What follows belongs to an exercise in optimizing a design on an open flow for small area; a production flow would make more cautious choices.
The RTL was checked by simulation tests, not by an equivalence proof against the original design.
No driver is modelled on the clock port, so clocking that relies on it looks cheaper here than on a real chip.
Power is estimated from default activity; no workload was simulated.

==> job 2765: inputs <==
==> flow/design.v <==
`default_nettype none
package ep_reg_pkg;
  typedef logic [16-1:0] reg_addr_t;
  typedef logic [32-1:0] reg_data_t;
  typedef struct packed {
    reg_addr_t addr;
    logic      wren;      
    reg_data_t wr_data;   
  } reg_req_t;
endpackage
`default_nettype wire
`default_nettype none
package ep_dma_pkg;
  typedef logic [64-1:0] dma_word_t;
  typedef logic [$clog2(16):0] tx_level_t;
endpackage
`default_nettype wire
`timescale 1ns/1ns
`default_nettype none
module ep_user_app (
  input  wire logic                  trn_clk_c,
  input  wire logic                  rst_n,
  input  wire logic                  link_up_n,
  input  wire logic                  req,
  input  wire logic [48:0]           reg_req,    
  output logic                       ack,
  output logic [31:0]                rd_data,
  output logic                       tx_valid,
  output logic [63:0]                tx_data,
  input  wire logic                  tx_ready
);
  logic        clr;
  logic [15:0] addr;
  logic        wren;
  logic [31:0] wr_data;
  assign clr     = !rst_n || link_up_n;
  assign addr    = reg_req[48:33];
  assign wren    = reg_req[32];
  assign wr_data = reg_req[31:0];
  logic [1:0] st;
  logic       cmd_valid;
  always_ff @(posedge trn_clk_c) begin
    if (clr) begin
      st <= 2'b00;
    end else begin
      st[0] <= !st[1] && (st[0] || req);
      st[1] <= st[0] || (st[1] && req);
    end
  end
  assign cmd_valid = st[0] && !st[1];
  assign ack       = st[1] && !st[0];
  logic        ctrl_en;
  logic [31:0] scratch;
  logic        hit_ctrl, hit_scr, hit_lo, hit_hi, hit_id;
  logic        sel_scr, sel_id, rd_one;    
  assign hit_ctrl = (addr == 16'h0000);
  assign hit_scr  = (addr == 16'h0001);
  assign hit_lo   = (addr == 16'h0002);
  assign hit_hi   = (addr == 16'h0003);
  assign hit_id   = (addr == 16'h0220);
  logic [31:0] wd;
  assign wd = clr ? 32'b0 : wr_data;
  logic [31:0] scratch_n;
  always_ff @(posedge trn_clk_c) begin
    if (clr || (cmd_valid && wren && hit_ctrl)) ctrl_en <= wd[0];
    if (clr || (cmd_valid && wren && hit_scr))  scratch_n <= ~wd;
  end
  assign scratch = ~scratch_n;
  always_ff @(posedge trn_clk_c) begin
    if (cmd_valid) begin
      sel_scr <= !wren && hit_scr;
      sel_id  <= !wren && hit_id;
      rd_one  <= !wren && hit_ctrl && ctrl_en;
    end
  end
  assign rd_data = ({32{sel_scr}} & scratch)
                 | ({32{sel_id}} & 32'h8888_7777)
                 | {31'b0, rd_one};
  logic [63:0] head;
  logic [3:0]  level;
  logic        push;
  logic [1:0]  pat_load;
  logic        go, pop;
  logic [3:0]  addend;
  logic [63:0] sum;
  assign pat_load[0] = cmd_valid && wren && hit_lo;
  assign pat_load[1] = cmd_valid && wren && hit_hi;
  assign tx_valid = (level != 4'd0);
  assign pop      = tx_valid && tx_ready;
  assign go       = ctrl_en && !(level >= 4'(16 - 2));
  assign addend = (pat_load != 2'b00) ? (level + {3'b0, push}) : {3'b0, pop};
  logic [4:0]  lo_sum;
  logic [14:0] grp_ones;                  
  logic [15:0] below_ones;                
  logic [59:0] run_ones;                  
  assign lo_sum = {1'b0, head[3:0]} + {1'b0, addend};
  always_comb begin
    below_ones[0] = 1'b1;
    for (int k = 0; k < 15; k++) begin
      grp_ones[k]       = &head[4*k+4 +: 4];
      below_ones[k + 1] = below_ones[k] & grp_ones[k];
    end
    for (int k = 0; k < 15; k++) begin
      run_ones[4*k]     = below_ones[k];
      run_ones[4*k + 1] = below_ones[k] & head[4*k+4];
      run_ones[4*k + 2] = below_ones[k] & (&head[4*k+4 +: 2]);
      run_ones[4*k + 3] = below_ones[k] & (&head[4*k+4 +: 3]);
    end
  end
  assign sum = {head[63:4] ^ ({60{lo_sum[4]}} & run_ones), lo_sum[3:0]};
  always_ff @(posedge trn_clk_c) begin
    head[31:0]  <= (clr || pat_load[0]) ? wd : sum[31:0];
    head[63:32] <= (clr || pat_load[1]) ? wd : sum[63:32];
    if (clr) begin
      level <= '0;
      push  <= 1'b0;
    end else begin
      if (pat_load != 2'b00) begin
        level <= '0;
        push  <= 1'b0;
      end else begin
        level <= level + {3'b0, push} - {3'b0, pop};
        push  <= go;
      end
    end
  end
  assign tx_data = head;
endmodule
`default_nettype wire
==> flow/flow/run.sh <==
#!/bin/bash
# ORFS layout through the standard.sh, with these changes:
#  - synthesis: no Kogge-Stone carry map, no full/half-adder cell map, and an
#    area-leaning ABC script (flow/abc_area.script); registers are unchanged
#  - port buffers use the smallest buffer cell
#  - a one-level clock tree of four buffers (flow/pre_cts.tcl) in place of
#    TritonCTS
set -euo pipefail
W=$(pwd)
export MY_ABC_SCRIPT=$W/flow/abc_area.script
export BUFFER_PORTS_ARGS="-buffer_cell sky130_fd_sc_hd__buf_1"
bash standard.sh \
  "SYNTH_SCRIPT=$W/flow/synth.tcl" \
  "SYNTH_OPERATIONS_ARGS=-nofsm" \
  "ADDER_MAP_FILE=" \
  "BUFFER_PORTS_ARGS=$BUFFER_PORTS_ARGS" \
  "PRE_CTS_TCL=$W/flow/pre_cts.tcl" \
  finish > standard_flow.log 2>&1
==> flow/flow/abc_area.script <==
strash
&get -n
&st
&syn3
&dch -f
&nf -a -R 2000 -E 1000
&put
topo
==> flow/flow/pre_cts.tcl <==
# Sourced by ORFS's cts.tcl before clock tree synthesis (PRE_CTS_TCL).
# Builds a one-level clock tree: the flip-flops are split into four clusters
# by position (k-means), each driven by one clock buffer placed at its
# centre, and the four buffers are driven by the clock port. TritonCTS's
# H-tree for this design has a root and eight leaf buffers.
proc manual_cts {K cell} {
  set block [ord::get_db_block]
  set pins {}
  foreach inst [get_cells *] {
    if {[string match *dfxtp* [get_property $inst ref_name]]} {
      foreach p [get_pins -of_objects $inst] {
        if {[get_property $p lib_pin_name] eq "CLK"} {
          set o [sta::sta_to_db_inst $inst]
          set bb [$o getBBox]
          lappend pins [list $p [expr {([$bb xMin] + [$bb xMax]) / 2.0}] [expr {([$bb yMin] + [$bb yMax]) / 2.0}]]
        }
      }
    }
  }
  # init centers spread along x
  set sorted [lsort -real -index 1 $pins]
  set n [llength $sorted]
  set cs {}
  for {set k 0} {$k < $K} {incr k} {
    set e [lindex $sorted [expr {int(($k + 0.5) * $n / $K)}]]
    lappend cs [list [lindex $e 1] [lindex $e 2]]
  }
  for {set it 0} {$it < 30} {incr it} {
    set groups {}
    for {set k 0} {$k < $K} {incr k} { lappend groups {} }
    foreach e $pins {
      set best 0; set bd 1e30
      for {set k 0} {$k < $K} {incr k} {
        set c [lindex $cs $k]
        set d [expr {abs([lindex $e 1] - [lindex $c 0]) + abs([lindex $e 2] - [lindex $c 1])}]
        if {$d < $bd} { set bd $d; set best $k }
      }
      lset groups $best [concat [lindex $groups $best] [list $e]]
    }
    set cs {}
    foreach g $groups {
      set sx 0; set sy 0
      foreach e $g { set sx [expr {$sx + [lindex $e 1]}]; set sy [expr {$sy + [lindex $e 2]}] }
      set m [llength $g]
      if {$m == 0} { set m 1 }
      lappend cs [list [expr {$sx / $m}] [expr {$sy / $m}]]
    }
  }
  set dbu [$block getDbUnitsPerMicron]
  for {set k 0} {$k < $K} {incr k} {
    set g [lindex $groups $k]
    set lp {}
    foreach e $g { lappend lp [lindex $e 0] }
    set c [lindex $cs $k]
    puts "cluster $k: [llength $lp] sinks at [expr {[lindex $c 0] / $dbu}] [expr {[lindex $c 1] / $dbu}]"
    insert_buffer -buffer_cell $cell -net trn_clk_c -load_pins $lp \
      -location [list [expr {[lindex $c 0] / $dbu}] [expr {[lindex $c 1] / $dbu}]] \
      -buffer_name clkbuf_m$k -net_name clknet_m$k
  }
}

manual_cts 4 sky130_fd_sc_hd__clkbuf_16
foreach k {0 1 2 3} {
  [[ord::get_db_block] findNet clknet_m$k] setSigType CLOCK
}
[[ord::get_db_block] findNet trn_clk_c] setSigType CLOCK

# The tree is built; make the flow's clock_tree_synthesis call a no-op.
rename clock_tree_synthesis my_tritoncts_unused
proc clock_tree_synthesis {args} {
  puts "clock tree built by flow/pre_cts.tcl"
  set_propagated_clock [all_clocks]
}
==> flow/flow/synth.tcl <==
proc synth {args} { yosys synth -nofsm -noshare {*}$args }
proc abc {args} {
  set i [lsearch -exact $args -script]
  if {$i >= 0 && [info exists ::env(MY_ABC_SCRIPT)] && $::env(MY_ABC_SCRIPT) ne ""} {
    set args [lreplace $args [expr {$i + 1}] [expr {$i + 1}] $::env(MY_ABC_SCRIPT)]
  }
  yosys abc {*}$args
}
source $::env(SCRIPTS_DIR)/synth.tcl
# left out here: clear keep_hierarchy, flatten, clean up, hide names made inside functions, write 1_2_yosys.v
==> flow/standard.sh <==
#!/bin/bash
# synth_recipe.tcl (not shown) runs the flow's synth.tcl, then flattens the netlist and writes it again
# the make line also repeats each setting of config.mk as NAME=value (left out here)
make -C /OpenROAD-flow-scripts/flow DESIGN_CONFIG=/design/flow/config.mk WORK_HOME=/design/flow/orfs CLKGATE_MAP_FILE= SYNTH_SCRIPT=/design/flow/synth_recipe.tcl "${@:-finish}"
==> flow/config.mk <==
export PLATFORM = sky130hd
export DESIGN_NAME = ep_user_app
export DESIGN_NICKNAME = ep_user_app
export VERILOG_FILES = /design/flow/design.v
export SDC_FILE = /design/flow/constraint.sdc
export NUM_CORES = 4
export LEC_CHECK = 0
export CAP_MARGIN = 10
export CORE_MARGIN = 2
export CORE_UTILIZATION = 65
export CTS_BUF_LIST = sky130_fd_sc_hd__clkbuf_4 sky130_fd_sc_hd__clkbuf_8
export SLEW_MARGIN = 10
==> flow/constraint.sdc <==
create_clock -name core_clock -period 5.0 [get_ports {trn_clk_c}]
set_input_delay 1.0000 -clock core_clock [delete_from_list [all_inputs] [get_ports {trn_clk_c}]]
set_output_delay 1.0000 -clock core_clock [all_outputs]
set_load 0.01 [all_outputs]
==> job 4018: changes against job 2765 <==
--- a/flow/flow/run.sh
+++ b/flow/flow/run.sh
@@ -5,4 +5,3 @@
 #  - port buffers use the smallest buffer cell
-#  - a one-level clock tree of four buffers (flow/pre_cts.tcl) in place of
-#    TritonCTS
+#  - clock tree synthesis without dummy loads
 set -euo pipefail
@@ -16,3 +15,3 @@
   "BUFFER_PORTS_ARGS=$BUFFER_PORTS_ARGS" \
-  "PRE_CTS_TCL=$W/flow/pre_cts.tcl" \
+  "CTS_ARGS=-sink_clustering_enable -repair_clock_nets -dont_use_dummy_load -buf_list {sky130_fd_sc_hd__clkbuf_4 sky130_fd_sc_hd__clkbuf_8}" \
   finish > standard_flow.log 2>&1
==> flow/flow/abc_area.script (replaced) <==
strash
&get -n
&st
&syn3
&dch -f
&nf -a -R 1000
&st
&dch -f
&nf -a -R 1000
&put
topo
removed: flow/flow/pre_cts.tcl
==> job 5087: changes against job 2765 <==
--- a/flow/design.v
+++ b/flow/design.v
@@ -62,8 +62,6 @@
   assign wd = clr ? 32'b0 : wr_data;
-  logic [31:0] scratch_n;
   always_ff @(posedge trn_clk_c) begin
     if (clr || (cmd_valid && wren && hit_ctrl)) ctrl_en <= wd[0];
-    if (clr || (cmd_valid && wren && hit_scr))  scratch_n <= ~wd;
+    if (clr || (cmd_valid && wren && hit_scr))  scratch <= wd;
   end
-  assign scratch = ~scratch_n;
   always_ff @(posedge trn_clk_c) begin
--- a/flow/flow/run.sh
+++ b/flow/flow/run.sh
@@ -1,3 +1,3 @@
 #!/bin/bash
-# ORFS layout through the standard.sh, with these changes:
+# ORFS layout through the standard.sh, with three changes:
 #  - synthesis: no Kogge-Stone carry map, no full/half-adder cell map, and an
@@ -5,4 +5,2 @@
 #  - port buffers use the smallest buffer cell
-#  - a one-level clock tree of four buffers (flow/pre_cts.tcl) in place of
-#    TritonCTS
 set -euo pipefail
@@ -16,3 +14,2 @@
   "BUFFER_PORTS_ARGS=$BUFFER_PORTS_ARGS" \
-  "PRE_CTS_TCL=$W/flow/pre_cts.tcl" \
   finish > standard_flow.log 2>&1
==> flow/flow/abc_area.script (replaced) <==
strash
&get -n
&st
&syn3
&dch -f
&nf -a -R 1000
&put
topo
CAP_MARGIN = 20   (was 10)
CORE_UTILIZATION = 40   (was 65)
SLEW_MARGIN = 20   (was 10)
removed: flow/flow/pre_cts.tcl
==> comparison <==
Between job 4018 and job 5087, the lower first-iteration DRC count is in job 5087 (gap 63%, measured against job 5087). Against job 4018, the die area of job 5087 is higher by about 70%. In job 4018 the sequential share of layout area is higher than in job 5087, by 2.4 points. Of job 5087 and job 4018, job 5087 has the higher combinational power (gap 110%, measured against job 4018). Critical path depth: job 4018 is higher than job 5087 (4). Between job 5087 and job 4018, the lower register-to-register slack is in job 5087 (gap 0.28 ns). Job 4018 ran to the end with no violations. Job 5087 ran to the end with no violations. Job 2765 died in clock tree synthesis (4_1_cts).
==> figures <==
Power group with the highest consumption: job 4018 sequential cells; job 2765 -; job 5087 sequential cells
Final Hold Viols: job 4018 0; job 2765 -; job 5087 0
Post-detailed-routing wire length: job 4018 13300 microns; job 2765 -; job 5087 13300 microns
Post-layout nets: job 4018 724; job 2765 -; job 5087 760
Register-to-register setup slack: job 4018 1.07 ns; job 2765 -; job 5087 0.79 ns
Maximum number of pins on one net before global-route repair: job 4018 33; job 2765 -; job 5087 61
Register share of total power: job 4018 0.639; job 2765 -; job 5087 0.560
Outcome: job 4018 complete, no violations; job 2765 aborted with a tool error; job 5087 complete, no violations
Failing step: job 4018 -; job 2765 clock tree synthesis (4_1_cts); job 5087 -
Fraction of standard cell area that is sequential: job 4018 0.443; job 2765 -; job 5087 0.419
Number of tap instances: job 4018 96; job 2765 -; job 5087 147
Crit path DAT: job 4018 4.94 ns; job 2765 -; job 5087 4.78 ns
Number of antenna violations at the first check in global routing: job 4018 0; job 2765 -; job 5087 0
Setup total negative slack: job 4018 0 ns; job 2765 -; job 5087 0 ns
Global Route met3 Usage: job 4018 0.0613; job 2765 -; job 5087 0.0324

[what the ideal ports hide]
Ports are ideal in the flow. The routed layouts listed here were re-timed in OpenROAD. Step 1: set_driving_cell puts a clkbuf_16 on trn_clk_c and a buf_2 on each other input, an assumption about the parent block. Step 2 adds t to the input delays and takes it off the output delays; t is the mean of the earliest and latest rising clock arrival at the registers after step 1. Input paths then give back, and output paths get back, about the clock's delay inside the block. Slacks: ideal ports / drivers / drivers and shift; pairs: ideal ports / drivers.
run	t, ns	slack for setup (ns)	clock arrival spread, ns
job 4018	0.385	0.314 / 0.323 / -0.061	0.023 / 0.023
job 5087	0.412	0.465 / 0.480 / 0.067	0.017 / 0.017
Met with ideal ports but missed after step 2: setup timing in job 4018. The setup slack of job 5087, which loses most, moves by +0.015 ns with the drivers and by -0.398 ns with both steps.
